Context: an optimization exercise on an open-source flow, tuned for small area, a short achievable clock period and few clock cycles per item. The choices shown serve that exercise and are no tape-out recipe. Function was checked by simulation only, so behaviour that the tests miss may differ from the original. Power is estimated from default activity; no workload was simulated.

[config.mk]
export PLATFORM = sky130hd
export DESIGN_NAME = mips_core
export DESIGN_NICKNAME = mips_core
export VERILOG_FILES = /design/flow/design.v
export SDC_FILE = /design/flow/constraint.sdc
export NUM_CORES = 4
export LEC_CHECK = 0
export CAP_MARGIN = 20
export CORE_MARGIN = 2
export CORE_UTILIZATION = 45
export CTS_BUF_LIST = sky130_fd_sc_hd__clkbuf_16
export CTS_CLUSTER_DIAMETER = 100
export CTS_CLUSTER_SIZE = 25
export SETUP_SLACK_MARGIN = 3.45
export SLEW_MARGIN = 20
export SYNTH_HIERARCHICAL = 1
export SYNTH_MINIMUM_KEEP_SIZE = 0
[constraint.sdc]
create_clock -name core_clock -period 6.0 [get_ports {clk}]
set_input_delay 1.2000 -clock core_clock [delete_from_list [all_inputs] [get_ports {clk}]]
set_output_delay 1.2000 -clock core_clock [all_outputs]
set_load 0.01 [all_outputs]
[design.v]
package mips_pkg;
   localparam logic [5:0] op_rtype = 6'h00;
   localparam logic [5:0] op_addiu = 6'h09;
   localparam logic [5:0] op_andi  = 6'h0c;
   localparam logic [5:0] op_ori   = 6'h0d;
   localparam logic [5:0] op_xori  = 6'h0e;
   localparam logic [5:0] op_lw    = 6'h23;
   localparam logic [5:0] op_sw    = 6'h2b;
   localparam logic [5:0] fn_sll  = 6'h00;
   localparam logic [5:0] fn_srl  = 6'h02;
   localparam logic [5:0] fn_sra  = 6'h03;
   localparam logic [5:0] fn_add  = 6'h20;
   localparam logic [5:0] fn_addu = 6'h21;
   localparam logic [5:0] fn_sub  = 6'h22;
   localparam logic [5:0] fn_subu = 6'h23;
   localparam logic [5:0] fn_and  = 6'h24;
   localparam logic [5:0] fn_or   = 6'h25;
   localparam logic [5:0] fn_xor  = 6'h26;
endpackage
`timescale 1ns/10ps
module g_inv (input logic a, output logic y);
   assign y = ~a;
endmodule
module g_and2 (input logic a, input logic b, output logic y);
   assign y = a & b;
endmodule
module g_xor2 (input logic a, input logic b, output logic y);
   assign y = a ^ b;
endmodule
module g_xnor2 (input logic a, input logic b, output logic y);
   assign y = ~(a ^ b);
endmodule
module g_nand2 (input logic a, input logic b, output logic y);
   assign y = ~(a & b);
endmodule
module g_nor2 (input logic a, input logic b, output logic y);
   assign y = ~(a | b);
endmodule
module g_a21oi (input logic a1, input logic a2, input logic b1, output logic y);
   assign y = ~((a1 & a2) | b1);
endmodule
module g_a21o (input logic a1, input logic a2, input logic b1, output logic y);
   assign y = (a1 & a2) | b1;
endmodule
module g_o21ai (input logic a1, input logic a2, input logic b1, output logic y);
   assign y = ~((a1 | a2) & b1);
endmodule
module ks_add (
   input  logic [31:0] a,
   input  logic [31:0] b,
   input  logic        cin,
   output logic [31:0] sum,
   output logic [31:0] a_and_b,
   output logic [31:0] a_xor_b
);
   logic [31:0] g [0:5];
   logic [31:0] p [0:5];
   logic [31:0] ab;
   for (genvar i = 0; i < 32; i++) begin : pg
      g_and2 u_g (.a(a[i]), .b(b[i]), .y(ab[i]));
      g_xor2 u_p (.a(a[i]), .b(b[i]), .y(p[0][i]));
   end
   assign g[0][31:1] = ab[31:1];
   g_a21o u_c (.a1(p[0][0]), .a2(cin), .b1(ab[0]), .y(g[0][0]));
   for (genvar l = 0; l < 5; l++) begin : lvl
      for (genvar i = 0; i < 32; i++) begin : bit_
         if (i < (1 << l)) begin : pass
            g_inv u_g (.a(g[l][i]), .y(g[l+1][i]));
            assign p[l+1][i] = 1'b0;
         end else if (l % 2 == 0) begin : even
            g_a21oi u_g (.a1(p[l][i]), .a2(g[l][i - (1 << l)]), .b1(g[l][i]),
                         .y(g[l+1][i]));
            g_nand2 u_p (.a(p[l][i]), .b(p[l][i - (1 << l)]), .y(p[l+1][i]));
         end else begin : odd
            g_o21ai u_g (.a1(p[l][i]), .a2(g[l][i - (1 << l)]), .b1(g[l][i]),
                         .y(g[l+1][i]));
            g_nor2 u_p (.a(p[l][i]), .b(p[l][i - (1 << l)]), .y(p[l+1][i]));
         end
      end
   end
   assign a_and_b = ab;
   assign a_xor_b = p[0];
   g_xor2 u_s0 (.a(p[0][0]), .b(cin), .y(sum[0]));
   for (genvar i = 1; i < 32; i++) begin : s
      g_xnor2 u_s (.a(p[0][i]), .b(g[5][i-1]), .y(sum[i]));
   end
endmodule
`timescale 1ns/10ps
module g_a222oi (input logic a1, input logic a2, input logic b1, input logic b2,
                 input logic c1, input logic c2, output logic y);
   assign y = ~((a1 & a2) | (b1 & b2) | (c1 & c2));
endmodule
module g_nand3 (input logic a, input logic b, input logic c, output logic y);
   assign y = ~(a & b & c);
endmodule
module g_nand4 (input logic a, input logic b, input logic c, input logic d,
                output logic y);
   assign y = ~(a & b & c & d);
endmodule
module g_nor3 (input logic a, input logic b, input logic c, output logic y);
   assign y = ~(a | b | c);
endmodule
module rf_read (
   input  logic [31:1] sel,
   input  logic [991:0] regs,     
   output logic [31:0] data_n
);
   for (genvar b = 0; b < 32; b++) begin : bit_
      logic [10:0] l1;    
      logic [2:0]  l2;    
      for (genvar k = 0; k < 10; k++) begin : grp
         g_a222oi u (.a1(sel[3*k+1]), .a2(regs[32*(3*k)+b]),
                     .b1(sel[3*k+2]), .b2(regs[32*(3*k+1)+b]),
                     .c1(sel[3*k+3]), .c2(regs[32*(3*k+2)+b]), .y(l1[k]));
      end
      g_nand2 u31 (.a(sel[31]), .b(regs[32*30+b]), .y(l1[10]));
      g_nand4 u20 (.a(l1[0]), .b(l1[1]), .c(l1[2]), .d(l1[3]), .y(l2[0]));
      g_nand4 u21 (.a(l1[4]), .b(l1[5]), .c(l1[6]), .d(l1[7]), .y(l2[1]));
      g_nand3 u22 (.a(l1[8]), .b(l1[9]), .c(l1[10]), .y(l2[2]));
      g_nor3 u3 (.a(l2[0]), .b(l2[1]), .c(l2[2]), .y(data_n[b]));
   end
endmodule
`timescale 1ns/10ps
module mips_core #(
   parameter logic [31:0] text_start = 32'h0040_0000
) (
   input  logic        clk,
   input  logic        rst_b,
   output logic [29:0] imem_addr,
   input  logic [31:0] imem_data,
   output logic [29:0] dmem_addr,
   output logic [31:0] dmem_wdata,
   output logic        dmem_we,
   input  logic [31:0] dmem_rdata,
   output logic        halted
);
   logic [29:0] pc;
   logic [31:1] valid;     
   logic [4:0]  rs, rt;
   logic [31:1] rs_dec, rt_dec;
   assign imem_addr = pc;
   assign rs = imem_data[25:21];
   assign rt = imem_data[20:16];
   always_comb begin
      for (int i = 1; i < 32; i++) begin
         rs_dec[i] = (rs == i[4:0]) & valid[i];
         rt_dec[i] = (rt == i[4:0]) & valid[i];
      end
   end
   always_ff @(posedge clk) begin
      if (!rst_b)
         pc <= text_start[31:2];
      else
         pc <= pc + 30'd1;
   end
   logic [31:1] r_rs_sel, r_rt_sel;
   logic [5:0]  r_op;
   logic [4:0]  r_rt;
   logic [15:0] r_low;     
   always_ff @(posedge clk) begin
      r_rs_sel <= rs_dec;
      r_rt_sel <= rt_dec;
      r_op     <= imem_data[31:26];
      r_rt     <= rt;
      r_low    <= imem_data[15:0];
   end
   logic [5:0]  fn;
   logic        is_r;
   logic        f_add, f_sub, f_and, f_or, f_xor, f_sll, f_srl, f_sra;
   logic        i_addiu, i_andi, i_ori, i_xori, i_lw, i_sw;
   logic        legal;
   logic        r_v;       
   logic        stopped;   
   logic        r_run;
   assign fn = r_low[5:0];
   assign is_r    = (r_op == mips_pkg::op_rtype);
   assign f_add   = is_r && (fn == mips_pkg::fn_add || fn == mips_pkg::fn_addu);
   assign f_sub   = is_r && (fn == mips_pkg::fn_sub || fn == mips_pkg::fn_subu);
   assign f_and   = is_r && (fn == mips_pkg::fn_and);
   assign f_or    = is_r && (fn == mips_pkg::fn_or);
   assign f_xor   = is_r && (fn == mips_pkg::fn_xor);
   assign f_sll   = is_r && (fn == mips_pkg::fn_sll);
   assign f_srl   = is_r && (fn == mips_pkg::fn_srl);
   assign f_sra   = is_r && (fn == mips_pkg::fn_sra);
   assign i_addiu = (r_op == mips_pkg::op_addiu);
   assign i_andi  = (r_op == mips_pkg::op_andi);
   assign i_ori   = (r_op == mips_pkg::op_ori);
   assign i_xori  = (r_op == mips_pkg::op_xori);
   assign i_lw    = (r_op == mips_pkg::op_lw);
   assign i_sw    = (r_op == mips_pkg::op_sw);
   assign legal = f_add | f_sub | f_and | f_or | f_xor | f_sll | f_srl | f_sra |
                  i_addiu | i_andi | i_ori | i_xori | i_lw | i_sw;
   logic [31:0] rs_data_n, rt_data_n;
   logic [31:1] m_wen, m_hold;
   logic [4:0]  m_dest, m_dest_n;
   logic        m_we;
   logic [31:0] m_wdata;
   logic [31:0] regs [1:31];
   always_ff @(posedge clk) begin
      for (int i = 1; i < 32; i++)
         regs[i] <= ({32{m_wen[i]}} & m_wdata) | ({32{m_hold[i]}} & regs[i]);
   end
   logic [991:0] regs_flat;
   always_comb begin
      for (int i = 1; i < 32; i++)
         regs_flat[32*(i-1) +: 32] = regs[i];
   end
   rf_read u_rs (.sel(r_rs_sel), .regs(regs_flat), .data_n(rs_data_n));
   rf_read u_rt (.sel(r_rt_sel), .regs(regs_flat), .data_n(rt_data_n));
   logic [31:0] e_a, e_b, e_sd;
   logic        e_inv;
   logic [4:0]  e_shamt;
   logic [6:0]  e_alu;
   logic [4:0]  e_dest;
   logic        e_we, e_ld, e_st, e_stop;
   logic [31:0] imm_ext;
   assign r_run = r_v & ~stopped;
   assign imm_ext = {{16{r_low[15] & (i_addiu | i_lw | i_sw)}}, r_low};
   always_ff @(posedge clk or negedge rst_b) begin
      if (!rst_b) begin
         r_v     <= 1'b0;
         stopped <= 1'b0;
         e_we    <= 1'b0;
         e_st    <= 1'b0;
         e_stop  <= 1'b0;
      end else begin
         r_v <= 1'b1;
         if (r_v && !legal)
            stopped <= 1'b1;
         e_we   <= r_run & legal & ~i_sw;
         e_st   <= r_run & i_sw;
         e_stop <= r_run & ~legal;
      end
   end
   always_ff @(posedge clk) begin
      e_a     <= rs_data_n ^ {32{~f_sub}};
      e_b     <= is_r ? ~rt_data_n : imm_ext;
      e_sd    <= ~rt_data_n;
      e_inv   <= f_sub;
      e_shamt <= f_sll ? ~r_low[10:6] : r_low[10:6];
      e_alu   <= {f_sra, f_srl, f_sll, f_xor | i_xori, f_or | i_ori, f_and | i_andi,
                  f_add | f_sub | i_addiu | i_lw | i_sw};
      e_dest  <= is_r ? r_low[15:11] : r_rt;
      e_ld    <= i_lw;
   end
   logic [31:0] e_sum, e_other;
   logic [31:0] e_and, e_xor;
   ks_add u_add (
      .a       (e_a),
      .b       (e_b),
      .cin     (1'b0),
      .sum     (e_sum),
      .a_and_b (e_and),
      .a_xor_b (e_xor)
   );
   logic [62:0] e_funnel, e_shifted;
   logic        e_fill;
   assign e_fill    = e_alu[6] & e_sd[31];
   assign e_funnel  = e_alu[4] ? {e_sd, 31'b0} : {{31{e_fill}}, e_sd};
   assign e_shifted = e_funnel >> e_shamt;
   assign e_other = ({32{e_alu[1]}} & e_and) |
                    ({32{e_alu[2]}} & (e_and | e_xor)) |
                    ({32{e_alu[3]}} & e_xor) |
                    ({32{e_alu[4] | e_alu[5] | e_alu[6]}} & e_shifted[31:0]);
   logic [31:0] e_res;
   for (genvar i = 0; i < 32; i++) begin : res
      g_a21o u (.a1(e_sum[i]), .a2(e_alu[0]), .b1(e_other[i]), .y(e_res[i]));
   end
   logic [31:1] e_wdec;
   always_comb begin
      for (int i = 1; i < 32; i++)
         e_wdec[i] = e_we & (e_dest == i[4:0]);
   end
   always_ff @(posedge clk or negedge rst_b) begin
      if (!rst_b)
         valid <= '0;
      else
         valid <= valid | e_wdec;
   end
   logic [31:0] m_res, m_sd;
   logic        m_inv, m_inv_n;    
   logic        m_ld_n;
   logic        m_ld, m_st;
   always_ff @(posedge clk or negedge rst_b) begin
      if (!rst_b) begin
         m_st   <= 1'b0;
         m_we   <= 1'b0;
         halted <= 1'b0;
      end else begin
         m_st <= e_st;
         m_we <= e_we;
         if (e_stop)
            halted <= 1'b1;
      end
   end
   always_ff @(posedge clk) begin
      m_res     <= e_res;
      m_inv     <= e_inv;
      m_inv_n   <= ~e_inv;
      m_ld_n    <= ~e_ld;
      m_sd      <= e_sd;
      m_dest    <= e_dest;
      m_dest_n  <= ~e_dest;
      m_ld      <= e_ld;
   end
   assign dmem_addr  = m_res[31:2];
   assign dmem_wdata = m_sd;
   assign dmem_we    = m_st;
   assign m_wdata[31:16] = m_ld    ? dmem_rdata[31:16] : m_res[31:16] ^ {16{m_inv}};
   assign m_wdata[15:0]  = !m_ld_n ? dmem_rdata[15:0]  : m_res[15:0] ^ {16{!m_inv_n}};
   always_comb begin
      for (int i = 1; i < 32; i++) begin
         m_wen[i]  = m_we & (m_dest == i[4:0]);
         m_hold[i] = ~(m_we & (m_dest_n == ~i[4:0]));
      end
   end
endmodule
[flow/run.sh]
#!/bin/bash
# layout flow: the standard ORFS flow (standard.sh) with two changes:
#  - ports are buffered with buf_2 instead of the default delay buffer
#  - timing repair may swap a cell for any equivalent one, not only one of
#    the same footprint
# synthesis is the standard one, run unchanged. each step's full output is
# in orfs/logs/; the make output goes to synth.log and layout.log here.
set -euo pipefail
bash standard.sh synth > synth.log 2>&1
bash standard.sh MATCH_CELL_FOOTPRINT=0 \
   "BUFFER_PORTS_ARGS=-buffer_cell sky130_fd_sc_hd__buf_2" finish > layout.log 2>&1
[standard.sh]
#!/bin/bash
# synth_recipe.tcl (not shown) runs the flow's synth.tcl, then flattens the netlist and writes it again
# the make line also repeats each setting of config.mk as NAME=value (left out here)
make -C /OpenROAD-flow-scripts/flow DESIGN_CONFIG=/design/flow/config.mk WORK_HOME=/design/flow/orfs CLKGATE_MAP_FILE= SYNTH_SCRIPT=/design/flow/synth_recipe.tcl "${@:-finish}"
==> notes.md, run 1 <==
- TritonCTS buffer count: 61
- Clk root buf: clkbuf_16
- Worst Tran Pin Value: 1.28 ns
- Min-Delay Path Depth: 0
- Initial Util: 45.5%
- Fmax: 370 MHz
- Internal power: 11.0 mW
- GRT met3 Usage: 11.7%
- # IOs: 160
- Syn-to-layout area delta: 8.69%
- Detailed-route DRC error count: 0
- Crit Path Class: reg2reg
- Worst EP arrival: 3.28 ns
- Final setup viols: 0
- Longest Clk Path Bufs: 3
- Static Leak: 28.6 nW
- Max-slew headroom: 14.7%
- DRT Wirelength: 254 mm
- Depth of the CTS H-tree: 2
- WP data required: 6.58 ns
- Hold Vio Cnt, Final: 0
- CTS Hold Bufs: 0
- Largest net degree at the start of global routing: 55
- Worst Hold Class: reg2reg
- Grt peak-use layer: met2
- Layout Nets: 6155
- GR Util met2: 56.2%
- Post-synth ARST share: 2.90%
- Vias in the first global route: 49900
- Outcome: finished clean
- Synth warn: 13
- Clock Power Share: 34.0%
- Share of layout cells above drive strength 1: 12.6%
- Mapped cell area: 0.0555 mm²
- Sw power: 3.36 mW
- Final ANT Viol Nets: 0
- Wirelength per Cell: 32.9 µm
- Clock sinks: 1343
- Die width: 355 µm
- Multi-input logic area: 0.0268 mm²
- VDD IR max: 0.277 mV
- CP max FO: 32
- Iteration-0 DRC Markers: 11300
- First-pass GRT wire length: 357 mm
- Crit share post-route: 45.0%
- Grt ovf: 0
- Sw Share: 23.4%
- EDFF count, synth: 0
- Final min period: 2.70 ns
- Fillcell total: 11700
- Clock transition at path regs: 0.11 ns
- CTS tree: done
- Reg2reg path depth: 6
- Core Box Area: 0.122 mm²
- Setup_tns: 0 ns
- Crit end category: flop
- #FFs+latches synth: 1343
- Predominant post-synthesis flop cell: dfxtp_1
- Pwr dens: 238 mW/mm²
- GP Congestion: 1.05
- Final Power: 14.4 mW
- Clock Latency Late Sink: 0.75 ns
- Final Util: 49.5%
- Synth cell types: 78
- First-pass DRT Iterations: 14
- Syn avg cell area: 9.07 µm²
- Gate count of the mapped netlist: 6123
- Reg power frac: 63.1%
- Register area: 0.0272 mm²
- Via-to-Cell Ratio: 6.99
- Clock Skews: 0.0401 ns
- Rows: 128
- HPWL Detailed: 155 mm
- Die footprint: 0.126 mm²
- Post-synthesis sequential area ratio: 48.8%
- Final Max Slew Viols: 0
- Die Y: 355 µm
- Initial antenna violation count: 9
- RSZ-0062 raised after global routing: true
- PortBufs: 159
- Via count: 54000
- Comb pwr share: 2.9%
- GR Util met1: 49.3%
- Overall global routing resource usage: 38.5%
- CP Launch Type: flop
- Max-cap check violation count: 0
## per-layer routing
metal,share of wire [%],wire length (µm)
met5,0.013,34
met1,37,92900
met3,15,37200
met4,7.5,19000
met2,41,105000
## kinds of logic after synthesis
| logic type | Yosys count | share of synthesized area [%] |
|---|---|---|
| adders and majority gates | 1 | 0.0225 |
| xor gates and xnor gates | 155 | 2.44 |
| other | 2 | 0.0135 |
| AOI/OAI and AO/OA | 2058 | 25.9 |
| and+or+nand+nor | 1938 | 15.7 |
| muxes | 113 | 3.13 |
| buffers and inverters | 513 | 4.04 |
| DFF | 1343 | 48.8 |
## modules after synthesis, one instance, submodules excluded, excerpt
module	flip-flops and latches	cells
g_a21o	0	1
g_a21oi	0	1
g_a222oi	0	1
g_inv	0	1
g_nor2	0	1
g_nor3	0	1
g_xnor2	0	1
g_xor2	0	1
## area by class of cell
cell class              count  area share [%]
clock inverters            15           0.220
flip-flops and latches   1343            45.1
clock buffers              62            2.57
multi-input cells        4268            44.3
repair buffers            330            3.84
well taps                1625            3.37
inverters                  84           0.535
diodes                      5          0.0207
## flip-flops by register name, indices dropped and copies added (netlist names), 30 cells and up
signal / count
regs: 992
e_a: 32
e_b: 32
e_sd: 32
m_res: 32
m_sd: 32
r_rs_sel: 31
r_rt_sel: 31
valid: 31
pc: 30
## Yosys cell counts (all sizes together), types with 7 or more instances
cell type	n	share of area [%]
nor3	91	1.4
nand2	1281	8.7
a21o	47	0.64
dfrtp	39	1.8
dfxtp	1304	47
and2	44	0.50
a31o	7	0.11
a22oi	10	0.14
xnor2	69	1.1
nor2b	16	0.18
inv	82	0.55
a221oi	10	0.17
o221ai	14	0.22
o22ai	10	0.11
a31oi	8	0.090
buf	92	1.2
nand2b	15	0.17
a222oi	659	12
and3	72	0.81
a21oi	123	1.6
nand4	142	1.6
o21bai	11	0.15
o21ai	1101	9.9
o211ai	15	0.20
or3	11	0.12
nor3b	7	0.095
mux2i	38	0.69
mux2	30	0.61
clkbuf	337	2.3
nor2	138	0.93
nand3	103	0.93
xor2	86	1.4
mux4	45	1.8
## power groups by stage
stage                     clock [mW]  combinational [mW]  sequential [mW]
after global routing            5.22               0.437             9.06
after global placement             0               0.366             9.27
after CTS                       4.92               0.390             9.05
after floorplan                    0               0.229             9.22
after detailed placement           0               0.367             9.27
final                           4.89               0.416             9.05
## final timing paths
kind,startpoint,to,slack [ns]
max reg2reg,r_rt_sel[7]$_DFF_P_,e_b[6]$_DFF_P_,3.30
max in group asynchronous,rst_b,valid[9]$_DFF_PN0_,5.04
min in group asynchronous,rst_b,valid[21]$_DFF_PN0_,0.55
min,e_inv$_DFF_P_,m_inv$_DFF_P_,0.36
max,r_rt_sel[7]$_DFF_P_,e_b[6]$_DFF_P_,3.30
min reg2reg,e_inv$_DFF_P_,m_inv$_DFF_P_,0.36
## worst max-delay path, cell delays in order, from the launching register on
cell and delay (ns):
dfxtp_1 0.33, buf_6 0.22, a222oi_1 0.48, nand4_1 0.83, nor3_4 0.37, buf_4 0.20, o21ai_1 0.12
## what timing repair did
item / 4_1_cts / 5_1_grt
cloned: 0 / 0
resized for setup: 97 / 57
endpoints found under the setup margin: 160 / 57
setup buffers: 5 / 12
pin swaps: 2 / 8
## cell usage in the layout, fill, tap and decap left out, types with 11 or more instances in the layout
master     count
a21o_1        46
a21oi_2       88
o21ai_0     1042
xor2_1        62
nand2_1     1267
dfxtp_2       34
buf_2        151
nor3_2        63
and2_1        43
a21oi_1       35
nand2b_1      15
and3_1        72
nor2_1       138
nor3_1        25
o21bai_1      11
o21ai_1       59
nor2b_1       16
mux4_2        45
o211ai_1      15
buf_4        148
buf_6         19
o221ai_1      13
a222oi_1     659
dfxtp_1     1243
xor2_2        23
mux2i_1       19
inv_1         86
xnor2_1       69
mux2i_4       15
clkbuf_16     63
dfrtp_1       39
mux2_2        27
dfxtp_4       27
nand4_1      142
nand3_1      102
nand2_2       14
## stage by stage
stage	instance area (µm²)	instances	hold slack [ns]	setup WS [ns]
after floorplan	55500	6124	0.329	3.92
after global placement	57900	7631	0.336	2.82
after detailed placement	57900	7632	0.337	2.81
after CTS	59900	7714	0.358	3.44
after global routing	60300	7727	0.364	3.39
final	60400	7732	0.357	3.30
Testbench counts, summed over its fixed seeds: cycles 36,531, instructions 35,891.
==> inputs of run 2 (changes only) <==
--- a/config.mk
+++ b/config.mk
@@ -9,3 +9,3 @@
 export CORE_MARGIN = 2
-export CORE_UTILIZATION = 45
+export CORE_UTILIZATION = 55
 export CTS_BUF_LIST = sky130_fd_sc_hd__clkbuf_16
==> notes.md, run 2 <==
- Worst Tran Pin Value: 1.22 ns (-0.0607 ns)
- Syn-to-layout area delta: 7.70%
- Fmax: 381 MHz (+2.9%)
- Syn avg cell area: 9.07 µm² (unchanged)
- TritonCTS buffer count: 61 (unchanged)
- Reg power frac: 62.9% (-0.2 points)
- Main combinational cell family by area after synthesis: compound AO/OA/AOI/OAI gates
- CP Launch Type: flop
- Max-cap check violation count: 0 (unchanged)
- Longest Clk Path Bufs: 3 (unchanged)
- Top cells by area, synth: dfxtp_1, a222oi_1, o21ai_0, nand2_1, clkbuf_1
- Core Box Area: 0.100 mm² (-18%)
- Mux share of post-synthesis cell area: 3.13% (unchanged)
- Most frequent cells in the layout: nand2_1, dfxtp_1, o21ai_0, a222oi_1, buf_2
- Critical path's slowest cell: dfxtp_2
- Top reg by flops: regs
- Grt ovf: 0 (unchanged)
- WP data required: 6.62 ns (+0.04 ns)
- Final ANT Viol Nets: 0 (unchanged)
- Max-slew headroom: 18.8% (+4.0 points)
- Crit path largest cell delay: 0.66 ns (-0.17 ns)
- #FFs+latches synth: 1343 (unchanged)
- Initial antenna violation count: 7 (-2)
- Detailed-route DRC error count: 0 (unchanged)
- VDD IR max: 0.299 mV (+7.8%)
- Final min period: 2.62 ns (-0.0758 ns)
- Outcome: finished clean
- Clock Power Share: 34.2% (+0.2 points)
- Synth warn: 13 (unchanged)
- Synth Area in XOR/XNOR: 2.44% (unchanged)
- Clock Skews: 0.0642 ns (+0.0241 ns)
- Rows: 116 (-9.4%)
- EDFF count, synth: 0 (unchanged)
- Post-route non-filler standard cell count: 7406 (-4.2%)
- Clock sinks: 1343 (unchanged)
- Die footprint: 0.104 mm² (-18%)
- Predominant post-synthesis flop cell: dfxtp_1
- Worst Hold Class: reg2reg
- Wirelength per Cell: 33.3 µm (+1.3%)
- DRT Wirelength: 246 mm (-3.0%)
- Final Max Slew Viols: 0 (unchanged)
- Post-synthesis compound-gate area fraction: 25.9% (unchanged)
- Via-to-Cell Ratio: 7.29 (+4.3%)
- Comb pwr share: 2.9% (about the same)
- Setup slack, reg-to-reg: 3.38 ns (+0.08 ns)
- Simple-gate share of the synthesized area: 15.7% (unchanged)
- Synth top area share: 47.0% (unchanged)
- Synth cell count leaders: dfxtp_1, nand2_1, o21ai_0
- Share of layout cells above drive strength 1: 12.4% (-0.21 points)
- Hold Vio Cnt, Final: 0 (unchanged)
- Worst EP arrival: 3.25 ns (-0.03 ns)
- RSZ-0062 raised after global routing: true
- Pwr dens: 241 mW/mm² (+1.2%)
- CP max FO: 32 (unchanged)
- Die Y: 322 µm (-9.4%)
- Post-synthesis sequential area ratio: 48.8% (unchanged)
- CTS tree: done
- Post-synth ARST share: 2.90% (unchanged)
- Final setup viols: 0 (unchanged)
- Synth cell types: 78 (unchanged)
- Sw power: 3.32 mW (-1.3%)
- First-pass GRT wire length: 345 mm (-3.2%)
- Overall global routing resource usage: 45.6% (+7.1 points)
- Crit end category: flop
- # IOs: 160 (unchanged)
- Clock Latency Late Sink: 0.77 ns (+0.02 ns)
- Sw Share: 23.1% (-0.38 points)
- GP Congestion: 1.02 (-2.4%)
- Post-Synth Adder-Cell Area: 0.0225% (unchanged)
- Worst-path cell chain: a222oi_1 > nand4_1 > nor3_2 > o21ai_0
- Mapped cell area: 0.0555 mm² (unchanged)
- First-pass DRT Iterations: 14 (unchanged)
- Largest net degree at the start of global routing: 55 (unchanged)
- Most common cell after layout, fill and taps aside: nand2_1
- HPWL Detailed: 153 mm (-1.5%)
- Number of flip-flops in the largest register: 992 (unchanged)
- Initial Util: 55.4% (+9.9 points)
- CTS Hold Bufs: 0 (unchanged)
- Crit share post-route: 43.7% (-1.3 points)
- Layout Nets: 6154 (-0.016%)
- Dominant cell type by area after synthesis: dfxtp_1
- Count leader, synth: dfxtp_1
- Clk root buf: clkbuf_16
- Setup_tns: 0 ns (unchanged)
- Crit Path Class: reg2reg
- Gate count of the mapped netlist: 6123 (unchanged)
- Depth of the CTS H-tree: 2 (unchanged)
- Placed cells: 7296 (-4.4%)
- PortBufs: 159 (unchanged)
- Vias in the first global route: 49400 (-0.98%)
- Via count: 54000 (-0.13%)
- Static Leak: 28.5 nW (about the same)
- Internal power: 11.1 mW (+0.80%)
- Clock transition at path regs: 0.10 ns (about the same)
- Die width: 322 µm (-9.4%)
- Iteration-0 DRC Markers: 11400 (+0.52%)
==> run 2: cell counts after synthesis <==
No cell type changed its count.
==> run 2: cells by family (layout without fill, tap and decap cells) <==
kind of cell / Yosys count / after routing
other cells: 2 / 10
simple gates: 1938 / 1938
fa+ha+maj: 1 / 1
xor+xnor: 155 / 155
mux: 113 / 113
flops: 1343 / 1343
compound gates: 2058 / 2058
buf+inv: 513 / 490
==> run 2: worst paths after layout <==
path / from / depth (start not counted) / endpoint
max: r_rt_sel[13]$_DFF_P_ / 4 / e_b[24]$_DFF_P_
min reg2reg: e_inv$_DFF_P_ / 0 / m_inv$_DFF_P_
min in group asynchronous: rst_b / 2 / valid[16]$_DFF_PN0_
max in group asynchronous: rst_b / 2 / valid[30]$_DFF_PN0_
max reg2reg: r_rt_sel[13]$_DFF_P_ / 4 / e_b[24]$_DFF_P_
min: e_inv$_DFF_P_ / 0 / m_inv$_DFF_P_
==> run 2: repair_timing <==
| action | CTS | global route |
|---|---|---|
| setup endpoints to repair | 62 | 92 |
| resized for setup | 52 | 48 |
| buffers inserted | 16 | 8 |
| pin swaps | 1 | 12 |
==> run 2: cell type report <==
| cell class | count | area (µm²) |
|---|---|---|
| inverter | 84 | 319 |
| timing repair buffer | 329 | 2240 |
| sequential | 1343 | 27200 |
| tap | 1298 | 1620 |
| antenna | 7 | 17.5 |
| multi-input combinational | 4268 | 26700 |
| clock inverter | 15 | 179 |
| fill | 9108 | 40300 |
| clock buffer | 62 | 1550 |
==> run 2: stage by stage <==
stage / worst slack [ns] / utilization, % / hold WS [ns] / total power, mW / cell area (µm²)
4_1_cts: 3.43 / 59.4 / 0.355 / 14.4 / 59400
2_1_floorplan: 3.92 / - / 0.329 / 9.45 / 55500
3_5_place_dp: 2.79 / 57.3 / 0.337 / 9.63 / 57400
6_report: 3.38 / 59.7 / 0.355 / 14.4 / 59800
5_1_grt: 3.37 / 59.7 / 0.366 / 14.7 / 59800
3_3_place_gp: 2.80 / 57.3 / 0.337 / 9.63 / 57400
==> run 2: power by group through the flow <==
| stage | registers, mW | logic (mW) | clock network (mW) |
|---|---|---|---|
| global route | 9.07 | 0.437 | 5.24 |
| floorplan | 9.22 | 0.229 | 0 |
| global placement | 9.27 | 0.365 | 0 |
| CTS | 9.05 | 0.388 | 4.93 |
| finish | 9.06 | 0.418 | 4.92 |
| detailed placement | 9.27 | 0.365 | 0 |
==> run 2: modules after synthesis (local to each module, per instance), a selection <==
| module | flip-flops and latches | cell area (µm²) | cells inside | copies in the design |
|---|---|---|---|---|
| g_inv | 0 | 3.75 | 1 | 31 |
| g_nand2 | 0 | 3.75 | 1 | 116 |
| g_o21ai | 0 | 5.00 | 1 | 52 |
| g_xnor2 | 0 | 8.76 | 1 | 31 |
| g_xor2 | 0 | 8.76 | 1 | 33 |
| mips_core | 1343 | 44500 | 4754 | 1 |
==> run 2: worst max-delay path, delay by kind of cell, from the launching register on <==
family	cells	cell delay, ns
AO/OA/AOI/OAI	2	0.70
flip-flops	1	0.66
AND/OR/NAND/NOR	2	1.14
==> run 2: routing by layer <==
metal | GRT usage, % | wire length (µm)
met2 | 65.9 | 102000
met4 | 31.6 | 19200
met3 | 14.4 | 36200
met5 | 0 | 36
met1 | 57.9 | 89100
==> inputs of run 3 (changes only) <==
--- a/config.mk
+++ b/config.mk
@@ -9,3 +9,3 @@
 export CORE_MARGIN = 2
-export CORE_UTILIZATION = 55
+export CORE_UTILIZATION = 45
 export CTS_BUF_LIST = sky130_fd_sc_hd__clkbuf_16
@@ -13,3 +13,3 @@
 export CTS_CLUSTER_SIZE = 25
-export SETUP_SLACK_MARGIN = 3.45
+export SETUP_SLACK_MARGIN = 3.55
 export SLEW_MARGIN = 20
==> notes.md, run 3 <==
- Crit Path Class: reg2reg
- Synth cell types: 78 (unchanged)
- RR Startpoint: r_rt_sel[4]$_DFF_P_
- Die footprint: 0.126 mm² (+22%)
- Largest net degree at the start of global routing: 55 (unchanged)
- Synth warn: 13 (unchanged)
- CP Launch Type: flop
- Detailed-route DRC error count: 0 (unchanged)
- Max-cap check violation count: 0 (unchanged)
- Crit share post-route: 45.7% (+1.9 points)
- Static Leak: 29.0 nW (+1.6%)
- Clock sinks: 1343 (unchanged)
- Post-synthesis sequential area ratio: 48.8% (unchanged)
- Most common cell after layout, fill and taps aside: nand2_1
- Worst Hold Class: reg2reg
- Grt ovf: 0 (unchanged)
- Max-slew headroom: 13.1% (-5.6 points)
- Synth top area share: 47.0% (unchanged)
- Final Power: 14.4 mW (-0.17%)
- Reg2reg path depth: 6 (+2)
- PortBufs: 159 (unchanged)
- CTS tree: done
- Die Y: 355 µm (+10%)
- Overall global routing resource usage: 38.7% (-6.9 points)
- Synth cell count leaders: dfxtp_1, nand2_1, o21ai_0
- Number of flip-flops in the largest register: 992 (unchanged)
- Worst EP arrival: 3.31 ns (+0.06 ns)
- Fillcell total: 11600 (+27%)
- Count leader, synth: dfxtp_1
- Placed cells: 7632 (+4.6%)
- First-pass GRT wire length: 358 mm (+3.8%)
- WP data required: 6.57 ns (-0.05 ns)
- Final Cell Area: 0.0615 mm² (+2.8%)
- Multi-input logic area: 0.0269 mm² (+0.73%)
- Initial Util: 45.5% (-9.9 points)
- R2R Path End: e_b[6]$_DFF_P_
- Vias in the first global route: 50200 (+1.6%)
- Hold Startpoint: e_inv$_DFF_P_
- Final min period: 2.74 ns (+0.116 ns)
- Die width: 355 µm (+10%)
- Post-synth ARST share: 2.90% (unchanged)
- Pwr dens: 234 mW/mm² (-2.9%)
- Pre-CTS WS: 2.81 ns (+0.0201 ns)
- Initial antenna violation count: 8 (+1)
- DRT Wirelength: 256 mm (+3.9%)
- TritonCTS buffer count: 61 (unchanged)
- Worst Tran Pin Value: 1.30 ns (+0.0841 ns)
- GP Congestion: 1.05 (+2.4%)
- Most frequent cells in the layout: nand2_1, dfxtp_1, o21ai_0, a222oi_1, buf_4
- Depth of the CTS H-tree: 2 (unchanged)
- VDD IR max: 0.273 mV (-8.5%)
- Clock Latency Late Sink: 0.76 ns (about the same)
- Final ANT Viol Nets: 0 (unchanged)
- Syn-to-layout area delta: 10.7%
- Top reg by flops: regs
- Critical Path Sink: e_b[6]$_DFF_P_
- Outcome: finished clean
- Gate count of the mapped netlist: 6123 (unchanged)
- Final Util: 50.4% (-9.3 points)
- #FFs+latches synth: 1343 (unchanged)
- Clk root buf: clkbuf_16
- HPWL Detailed: 155 mm (+1.5%)
- Setup slack, reg-to-reg: 3.26 ns (-0.12 ns)
- Via count: 54200 (+0.35%)
- Setup_tns: 0 ns (unchanged)
- RSZ-0062 raised after global routing: true
- Hold Vio Cnt, Final: 0 (unchanged)
- Post-route non-filler standard cell count: 7789 (+5.2%)
- Clock transition at path regs: 0.11 ns (about the same)
- Rows: 128 (+10%)
- Share of layout cells above drive strength 1: 14.1% (+1.7 points)
- Syn avg cell area: 9.07 µm² (unchanged)
- Placed Area: 0.0579 mm² (+0.82%)
- Iteration-0 DRC Markers: 10700 (-6.2%)
- Register area: 0.0273 mm² (+0.41%)
- First-pass DRT Iterations: 14 (unchanged)
- Mapped cell area: 0.0555 mm² (unchanged)
- Dominant cell type by area after synthesis: dfxtp_1
- Crit end category: flop
- Minimum hold slack: 0.357 ns (+0.00138 ns)
- Core Box Area: 0.122 mm² (+22%)
- CP max FO: 32 (unchanged)
- Final setup viols: 0 (unchanged)
- Predominant post-synthesis flop cell: dfxtp_1
- Layout Nets: 6216 (+1.0%)
- Clock Skews: 0.0401 ns (-0.0241 ns)
- Wirelength per Cell: 32.9 µm (-1.3%)
- Fmax: 365 MHz (-4.2%)
- CTS Hold Bufs: 0 (unchanged)
- Via-to-Cell Ratio: 6.95 (-4.6%)
- Worst setup startpoint: r_rt_sel[4]$_DFF_P_
- Longest Clk Path Bufs: 3 (unchanged)
- PnR worst setup slack: 3.26 ns (-0.116 ns)
- Final Max Slew Viols: 0 (unchanged)
- # IOs: 160 (unchanged)
- EDFF count, synth: 0 (unchanged)
- Top cells by area, synth: dfxtp_1, a222oi_1, o21ai_0, nand2_1, clkbuf_1
-- run 3: cell counts after synthesis --
Identical to the previous run, type by type.
-- run 3: per-module statistics from Yosys, one instance, submodules excluded, a selection --
module | copies in the design | cells | cell area (µm²)
g_and2 | 32 | 1 | 6.26
g_inv | 31 | 1 | 3.75
g_a222oi | 640 | 1 | 10.0
g_nand4 | 128 | 1 | 6.26
g_a21oi | 72 | 1 | 8.76
g_nand2 | 116 | 1 | 3.75
g_nand3 | 64 | 1 | 5.00
mips_core | 1 | 4754 | 44500
g_a21o | 33 | 1 | 7.51
-- run 3: worst min-delay path by stage --
stage	depth (start not counted)	end	slack, ns
6_report	0	m_inv$_DFF_P_	0.36
5_1_grt	0	m_inv$_DFF_P_	0.36
4_1_cts	0	m_inv$_DFF_P_	0.36
3_5_place_dp	0	m_inv$_DFF_P_	0.34
3_3_place_gp	0	m_inv$_DFF_P_	0.34
2_1_floorplan	0	m_dest[0]$_DFF_P_	0.33
-- run 3: critical path, stage by stage, from the launching register on --
cell      delay (ns)
dfxtp_1         0.34
buf_12          0.18
a222oi_1        0.42
nand4_1         0.85
nor3_4          0.41
buf_6           0.16
o21ai_0         0.17
-- run 3: power by group --
part           switching (mW)  total (mW)  internal [mW]
sequential             0.0813        9.04           8.96
combinational           0.291       0.444          0.153
clock                    3.00        4.89           1.89
-- run 3: layout make-up --
type	instances	share of cell area [%]
Clock inverter	15	0.216
Clock buffer	62	2.52
Timing Repair Buffer	391	5.33
Inverter	84	0.531
Tap cell	1625	3.31
Antenna cell	1	0.00407
Sequential cell	1343	44.4
Multi-Input combinational cell	4268	43.7
-- run 3: per-layer routing --
metal | share of wire, % | up-vias | wire length, µm | global-route usage [%]
li1 | - | 23000 | - | -
met1 | 37 | 26100 | 94300 | 49.5
met2 | 42 | 4199 | 106000 | 56.8
met3 | 14 | 842 | 36200 | 11.6
met4 | 7.4 | 6 | 19000 | 24.8
met5 | 0.013 | - | 34 | 0.151
-- run 3: timing repair --
action	CTS	global route
resized for setup	196	102
setup endpoints to repair	253	106
setup buffers	51	22
pin swaps	3	24
gates cloned	0	5
-- run 3: cell families after synthesis --
group	share of synthesized area (%)
compound gates	25.9
xor+xnor	2.44
fa+ha+maj	0.0225
buf+inv	4.04
flops	48.8
mux	3.13
other cells	0.0135
simple gates	15.7

-- re-timing with driven ports --
Ports are ideal in the flow. The routed layouts listed here were re-timed in OpenROAD. Step 1 sets driving cells, clkbuf_16 on the clock port and buf_2 on the other inputs (assumed; they add their load-dependent delay and slew). Step 2, shift: input delay + t, output delay - t, t = (earliest + latest rising clock arrival at the registers) / 2. This alone moves slack from input paths to output paths. Three values: ideal ports, drivers, drivers and shift; two values: the first two.
| run | t (ns) | setup slack, ns | latest minus earliest clock arrival (ns) | worst register clock-pin slew, ns | pins driven straight from the clock port |
|---|---|---|---|---|---|
| run 1 | 0.810 | 3.301 / 3.301 / 3.002 | 0.046 / 0.046 | 0.11 / 0.11 | 1 |
| run 2 | 0.812 | 3.377 / 3.377 / 2.942 | 0.066 / 0.066 | 0.11 / 0.11 | 1 |
| run 3 | 0.813 | 3.261 / 3.261 / 3.202 | 0.042 / 0.042 | 0.11 / 0.11 | 1 |
After both steps setup and hold are still met in every run listed. The setup slack of run 2, which loses most, moves by 0.000 ns with the drivers and by -0.435 ns with both steps.
